This is an optimization exercise on Yosys and OpenROAD, whose aim is small area, a short achievable clock period and few clock cycles per item, not a production implementation. In this exercise RTL edits were held to simulation tests only and were not proved equivalent to the original. No activity file was given, so power comes from the tool's default toggle rates.

==> inputs of onyx <==
## cuckoo_hash_engine
module cuckoo_hash_engine
#(
    parameter int NUM_WAYS    = 3,
    parameter int TABLE_SIZE  = 50,
    parameter int KEY_WIDTH   = 27,
    parameter int VALUE_WIDTH = 32,
    parameter int MAX_KICKS   = 16
) (
    input  logic                                        clk,
    input  logic                                        rst,
    input  logic                                        req_valid,
    output logic                                        req_ready,
    input  logic [1:0]                                  req_op,
    input  logic [KEY_WIDTH-1:0]                        req_key,
    input  logic [VALUE_WIDTH-1:0]                      req_value,
    output logic                                        rsp_valid,
    output logic [1:0]                                  rsp_status,
    output logic [VALUE_WIDTH-1:0]                      rsp_value,
    output logic [KEY_WIDTH-1:0]                        rsp_key,
    output logic [$clog2(NUM_WAYS*TABLE_SIZE+1)-1:0]    occupancy,
    output logic                                        collision
);
export LEC_CHECK = 0
export CAP_MARGIN = 20
export CORE_MARGIN = 2
export CORE_UTILIZATION = 35
export PLACE_DENSITY = 0.5
export SLEW_MARGIN = 20
create_clock -name core_clock -period 30.0 [get_ports {clk}]
standard.sh (not shown) runs the stock make flow with config.mk's settings and CLKGATE_MAP_FILE= SYNTH_SCRIPT=/design/flow/synth_recipe.tcl, a recipe that flattens the netlist after the stock synthesis.
==> flow/flow/run.sh <==
#!/bin/bash
# Layout flow: the standard ORFS flow (standard.sh: unchanged synthesis, floorplan,
# placement, routing), with two settings passed through the environment:
#  - the timing repair is asked to leave a setup margin, so that it works on the paths
#    that set the achieved period instead of stopping once the 30 ns clock is met;
#  - clock tree synthesis builds larger sink clusters and inserts no dummy loads, which
#    takes fewer clock buffers for the same balanced (zero-target-skew) tree.
# The make output goes to flow_standard.log here; each ORFS step keeps its own log
# under orfs/logs/.
set -uo pipefail
export SETUP_SLACK_MARGIN=22.4
export CTS_ARGS="-sink_clustering_enable -repair_clock_nets -dont_use_dummy_load -sink_clustering_size 24 -sink_clustering_max_diameter 100 -sink_buffer_max_cap_derate 0.05"
bash standard.sh > flow_standard.log 2>&1
==> cedar (differences from onyx) <==
--- a/flow/design.v
+++ b/flow/design.v
@@ -523,18 +523,18 @@
     localparam int VW     = VALUE_WIDTH;
     localparam int HW     = KW - 5;
     localparam int TS     = TABLE_SIZE;
     localparam logic [1:0] OP_LOOKUP = 2'd0, OP_INSERT = 2'd1, OP_DELETE = 2'd2;
     localparam logic [1:0] ST_OK = 2'd0, ST_NOT_FOUND = 2'd1, ST_FULL = 2'd2, ST_BAD_OP = 2'd3;
     localparam logic [1:0] K_PROBE = 2'd0, K_HASH = 2'd1, K_FULL = 2'd2;
     logic              rdy_q;
-    logic              a_v_q;
-    logic [1:0]        a_op_q;
-    logic [KW-1:0]     a_key_q;
-    logic [VW-1:0]     a_val_q;
+    logic              a_v_q, a1_v_q;     
+    logic [1:0]        a_op_q, a1_op_q;
+    logic [KW-1:0]     a_key_q, a1_key_q;
+    logic [VW-1:0]     a_val_q, a1_val_q;
     logic              t_v_q;
     logic [1:0]        t_op_q;
     logic [KW-1:0]     t_key_q;
     logic [VW-1:0]     t_val_q;
     logic [RW-1:0]     t_idx_q [3];
     logic [RW-1:0]     cur_idx_q [3];
     logic [TS-1:0]     cur_sel_q [3];
@@ -544,23 +544,28 @@
     logic [KICK_W-1:0] kcnt_q;    
     logic [HW-1:0]     ch_q;      
     logic [RW-1:0]     cr_q;      
     logic [VW-1:0]     cv_q;      
     logic [KW-1:0]     kkey_q;    
     logic [VW-1:0]     kval_q;    
     logic [RW-1:0]     p_idx_q [2];   
-    logic [HW-1:0]     r0h_q;     
-    logic [VW-1:0]     r0v_q;
     logic              fk_q;      
     logic              rsp_v_q;
     logic [1:0]        rsp_st_q;
     logic [KW-1:0]     rsp_key_q;
     logic [VW-1:0]     rsp_val_q;
-    logic [OCC_W-1:0]  occ_q, occ_o_q;    
-    logic              coll_q, coll_o_q;
+    logic [OCC_W-1:0]  occ_q;             
+    logic              occ_inc_q, occ_dec_q;    
+    logic              coll_q;
+    logic              o_v_q;
+    logic [1:0]        o_st_q;
+    logic [KW-1:0]     o_key_q;
+    logic [VW-1:0]     o_val_q;
+    logic [OCC_W-1:0]  o_occ_q;
+    logic              o_coll_q;
     logic              rd_v [3];
     logic [HW-1:0]     rd_h [3];
     logic [VW-1:0]     rd_d [3];
     logic [2:0]        tag_we, val_we, v_set, v_clr;
     logic [HW-1:0]     wr_h [3];
     logic [VW-1:0]     wr_val [3];
     for (genvar w = 0; w < 3; w++) begin : g_way
@@ -591,49 +596,49 @@
         free      = !rd_v[0] || !rd_v[1] || !rd_v[2];
         free_v[0] = !rd_v[0];
         free_v[1] = rd_v[0] && !rd_v[1];
         free_v[2] = rd_v[0] && rd_v[1] && !rd_v[2];
         vld_m    = {rd_v[2], rd_v[1], rd_v[0]};
         hit_d     = ({VW{hit_v[0]}} & rd_d[0]) | ({VW{hit_v[1]}} & rd_d[1]) | ({VW{hit_v[2]}} & rd_d[2]);
     end
-    logic              t_free, a_free;
+    logic              t_free, a_mv, a1_v_d;
     logic              a_v_d, t_v_d, kick_d, rdy_d;
     logic [1:0]        kph_d;
     logic              kw2_d;
     logic [KICK_W-1:0] kcnt_d;
     logic [HW-1:0]     ch_d;
     logic [RW-1:0]     cr_d;
     logic [VW-1:0]     cv_d;
     logic              rsp_v_d;
     logic [1:0]        rsp_st_d;
     logic [KW-1:0]     rsp_key_d;
     logic [VW-1:0]     rsp_val_d;
-    logic [OCC_W-1:0]  occ_d;
+    logic              occ_inc, occ_dec;
     logic              coll_d;
     logic [RW-1:0]     cur_idx_d [3];
     logic              fk_d;
     assign t_free = !kick_q || !t_v_q;
-    assign a_free = !(a_v_q && t_v_q && kick_q);
-    logic [OCC_W-1:0] occ_up, occ_dn;
-    assign occ_up = occ_q + 1'b1;
-    assign occ_dn = occ_q - 1'b1;
+    assign a_mv   = a_v_q && t_free;     
+    logic [OCC_W-1:0] occ_now;
+    assign occ_now = occ_q + {{(OCC_W-1){occ_dec_q}}, occ_inc_q | occ_dec_q};
     always_comb begin
         kick_d    = kick_q;
         kph_d     = kph_q;
         kw2_d     = kw2_q;
         kcnt_d    = kcnt_q;
         ch_d      = ch_q;
         cr_d      = cr_q;
         cv_d      = cv_q;
         fk_d      = fk_q;
         rsp_v_d   = 1'b0;
         rsp_st_d  = ST_OK;
         rsp_key_d = t_key_q;
         rsp_val_d = '0;
-        occ_d     = occ_q;
+        occ_inc   = 1'b0;
+        occ_dec   = 1'b0;
         coll_d    = coll_q;
         tag_we    = '0;
         val_we    = '0;
         v_set     = '0;
         v_clr     = '0;
         for (int w = 0; w < 3; w++) cur_idx_d[w] = t_free ? a_idx[w] : t_idx_q[w];
         if (kick_q) begin
@@ -663,15 +668,15 @@
                 default: begin
                     if (kw2_q) begin
                         tag_we = {1'b1, fk_q, fk_q};
                         val_we = {1'b1, fk_q, fk_q};
                         v_set  = 3'b100;
                         fk_d   = 1'b0;
                         if (!rd_v[2]) begin
-                            occ_d   = occ_up;
+                            occ_inc = 1'b1;
                             kick_d  = 1'b0;
                             rsp_v_d = 1'b1;
                         end else begin
                             ch_d   = rd_h[2];
                             cv_d   = rd_d[2];
                             cr_d   = cur_idx_q[2];
                             kw2_d  = 1'b0;
@@ -684,15 +689,15 @@
                         v_set[0]  = 1'b1;
                         if (rd_v[0] && !(rd_v[1] && kcnt_q == KICK_W'(MAX_KICKS - 1))) begin
                             tag_we[1] = 1'b1;
                             val_we[1] = 1'b1;
                             v_set[1]  = 1'b1;
                         end
                         if (!rd_v[0] || !rd_v[1]) begin
-                            occ_d   = occ_up;
+                            occ_inc = 1'b1;
                             kick_d  = 1'b0;
                             rsp_v_d = 1'b1;
                         end else if (kcnt_q == KICK_W'(MAX_KICKS - 1)) begin
                             ch_d  = rd_h[0];
                             cv_d  = rd_d[0];
                             cr_d  = cur_idx_q[0];
                             kph_d = K_FULL;
@@ -720,67 +725,81 @@
                 case (t_op_q)
                     OP_LOOKUP: begin
                         rsp_val_d = hit_d;
                         if (!hit) rsp_st_d = ST_NOT_FOUND;
                     end
                     OP_DELETE: begin
                         v_clr = hit_v;
-                        if (hit) occ_d = occ_dn;
+                        if (hit) occ_dec = 1'b1;
                         else rsp_st_d = ST_NOT_FOUND;
                     end
                     OP_INSERT: begin
                         tag_we = ~vld_m;
                         val_we = ~vld_m | hit_v;
                         if (!hit) v_set = free_v;
-                        if (!hit && free) occ_d = occ_up;
+                        if (!hit && free) occ_inc = 1'b1;
                         if (!hit && !free) begin
                             kick_d  = 1'b1;
                             rsp_v_d = 1'b0;
                         end
                     end
                     default: rsp_st_d = ST_BAD_OP;
                 endcase
             end
         end
-        a_v_d = a_free ? req_valid : a_v_q;
-        t_v_d = t_free ? a_v_q : t_v_q;
-        rdy_d = !(a_v_d && t_v_d && kick_d);
+        a_v_d  = a_mv ? (a1_v_q || (rdy_q && req_valid)) : (a_v_q || (rdy_q && req_valid));
+        a1_v_d = a_mv ? (a1_v_q && rdy_q && req_valid) : (a1_v_q || (a_v_q && rdy_q && req_valid));
+        t_v_d  = t_free ? a_v_q : t_v_q;
+        rdy_d  = !a1_v_d;
     end
     always_comb begin
         wr_h[0]   = kick_q ? (fk_q ? kkey_q[KW-1:5] : ch_q) : t_key_q[KW-1:5];
         wr_val[0] = kick_q ? (fk_q ? kval_q : cv_q) : t_val_q;
-        wr_h[1]   = kick_q ? (fk_q ? r0h_q : rd_h[0]) : t_key_q[KW-1:5];
-        wr_val[1] = kick_q ? (fk_q ? r0v_q : rd_d[0]) : t_val_q;
+        wr_h[1]   = kick_q ? rd_h[0] : t_key_q[KW-1:5];
+        wr_val[1] = kick_q ? rd_d[0] : t_val_q;
         wr_h[2]   = kick_q ? ch_q : t_key_q[KW-1:5];
         wr_val[2] = kick_q ? cv_q : t_val_q;
     end
     always_ff @(posedge clk) begin
         if (!rst) begin
             rdy_q   <= 1'b1;
             a_v_q   <= 1'b0;
+            a1_v_q  <= 1'b0;
+            o_v_q   <= 1'b0;
             t_v_q   <= 1'b0;
             kick_q  <= 1'b0;
             rsp_v_q <= 1'b0;
             occ_q   <= '0;
+            occ_inc_q <= 1'b0;
+            occ_dec_q <= 1'b0;
             coll_q  <= 1'b0;
         end else begin
             rdy_q   <= rdy_d;
             a_v_q   <= a_v_d;
+            a1_v_q  <= a1_v_d;
+            o_v_q   <= rsp_v_q;
             t_v_q   <= t_v_d;
             kick_q  <= kick_d;
             rsp_v_q <= rsp_v_d;
-            occ_q   <= occ_d;
+            occ_q   <= occ_now;
+            occ_inc_q <= occ_inc;
+            occ_dec_q <= occ_dec;
             coll_q  <= coll_d;
         end
     end
     always_ff @(posedge clk) begin
-        if (a_free) begin
-            a_op_q  <= req_op;
-            a_key_q <= req_key;
-            a_val_q <= req_value;
+        if (a_mv || !a_v_q) begin
+            a_op_q  <= (a_mv && a1_v_q) ? a1_op_q  : req_op;
+            a_key_q <= (a_mv && a1_v_q) ? a1_key_q : req_key;
+            a_val_q <= (a_mv && a1_v_q) ? a1_val_q : req_value;
+        end
+        if (a_mv || !a1_v_q) begin
+            a1_op_q  <= req_op;
+            a1_key_q <= req_key;
+            a1_val_q <= req_value;
         end
         if (t_free) begin
             t_op_q  <= a_op_q;
             t_key_q <= a_key_q;
             t_val_q <= a_val_q;
             for (int w = 0; w < 3; w++) t_idx_q[w] <= a_idx[w];
         end
@@ -789,31 +808,32 @@
             cur_sel_q[w] <= cuckoo_pkg::r50_onehot(cur_idx_d[w]);
         end
         if (!kick_q) begin
             kkey_q   <= t_key_q;
             kval_q   <= t_val_q;
             p_idx_q[0] <= cur_idx_q[0];
             p_idx_q[1] <= cur_idx_q[1];
-            r0h_q    <= rd_h[0];
-            r0v_q    <= rd_d[0];
         end
         fk_q      <= fk_d;
-        occ_o_q   <= occ_d;     
-        coll_o_q  <= coll_d;
+        o_st_q    <= rsp_st_q;
+        o_key_q   <= rsp_key_q;
+        o_val_q   <= rsp_val_q;
+        o_occ_q   <= occ_now;
+        o_coll_q  <= coll_q;
         kph_q     <= kph_d;
         kw2_q     <= kw2_d;
         kcnt_q    <= kcnt_d;
         ch_q      <= ch_d;
         cr_q      <= cr_d;
         cv_q      <= cv_d;
         rsp_st_q  <= rsp_st_d;
         rsp_key_q <= rsp_key_d;
         rsp_val_q <= rsp_val_d;
     end
     assign req_ready  = rdy_q;
-    assign rsp_valid  = rsp_v_q;
-    assign rsp_status = rsp_st_q;
-    assign rsp_value  = rsp_val_q;
-    assign rsp_key    = rsp_key_q;
-    assign occupancy  = occ_o_q;
-    assign collision  = coll_o_q;
+    assign rsp_valid  = o_v_q;
+    assign rsp_status = o_st_q;
+    assign rsp_value  = o_val_q;
+    assign rsp_key    = o_key_q;
+    assign occupancy  = o_occ_q;
+    assign collision  = o_coll_q;
 endmodule
==> flow/config.mk (replaced) <==
export PLATFORM = sky130hd
export DESIGN_NAME = cuckoo_hash_engine
export DESIGN_NICKNAME = cuckoo_hash_engine
export VERILOG_FILES = /design/flow/design.v
export SDC_FILE = /design/flow/constraint.sdc
export NUM_CORES = 8
export LEC_CHECK = 0
export CAP_MARGIN = 20
export CORE_MARGIN = 2
export CORE_UTILIZATION = 45
export PLACE_DENSITY = 0.58
export SLEW_MARGIN = 20
==> qor summary <==
Outcome: cedar complete, no violations; onyx complete, no violations
Internal cell power: cedar 19600 uW; onyx 18900 uW
Aggregate global-route resource usage: cedar 0.369; onyx 0.300
Post-detailed-placement cell area: cedar 0.363 mm^2; onyx 0.367 mm^2
Sequential group share of total power: cedar 0.457; onyx 0.478
Combined area of the multi-input logic cells: cedar 0.0791 mm^2; onyx 0.0795 mm^2
Via-to-Cell Ratio: cedar 7.42; onyx 6.75
Time the final worst path needs with I/O delays and setup: cedar 7.75 ns; onyx 7.77 ns
Final cell count without fillers: cedar 31958; onyx 34708
Well-tap cell count: cedar 10206; onyx 12993
Chip Height: cedar 881 um; onyx 996 um
M3 GR Usage: cedar 0.103; onyx 0.0545
Worst rel slew slack: cedar 0.143; onyx 0.122
Met3 routed WL: cedar 228000 um; onyx 179000 um
GR Layer Usage met1: cedar 0.506; onyx 0.429
Flip-flop and latch count after synthesis: cedar 8953; onyx 8881
Later-pin clock latency in the skew report: cedar 1.15 ns; onyx 1.16 ns
Worst setup skew after layout: cedar 0.191 ns; onyx 0.209 ns
Fraction of power spent switching nets: cedar 0.371; onyx 0.370
Clk pwr share: cedar 0.203; onyx 0.214
Worst Hold Launch: cedar rsp_val_q[27]; onyx a_val_q[30]
Max Fclk: cedar 129 MHz; onyx 129 MHz
Combinational fraction of design power: cedar 0.339; onyx 0.308
Net switching power: cedar 11600 uW; onyx 11100 uW
Testbench counts of onyx, summed over its fixed seeds: cycles 25,984, ops 24,000.
Testbench counts of cedar, summed over its fixed seeds: cycles 25,992, ops 24,000.

## static timing again, ports no longer ideal
How much do the figures lean on ideal ports? The routed layouts below were timed once more, with nothing changed but the port constraints. Step 1 (the two cells are an assumption about what drives the block):
set clk [get_ports {clk}]
set_driving_cell -lib_cell sky130_fd_sc_hd__clkbuf_16 $clk
set_driving_cell -lib_cell sky130_fd_sc_hd__buf_2 [delete_from_list [all_inputs] $clk]
Step 2 times the ports against the registers' clock, not the clock port: input delays grow and output delays shrink by t, the midpoint of the rising clock arrivals with the driver on. a / b / c = ideal / step 1 / step 2; a / b = the first two.
run	shift t [ns]	slack for setup (ns)	worst setup path after step 2	worst register clock-pin slew, ns	pins driven straight from the clock port
onyx	1.222	22.226 / 22.065 / 22.284	input to register	0.11 / 0.11	1
cedar	1.240	22.247 / 22.084 / 21.448	input to register	0.11 / 0.11	1
After both steps every run listed still meets setup and hold. The setup slack of cedar, which loses most, moves by -0.163 ns with the drivers and by -0.799 ns with both steps.
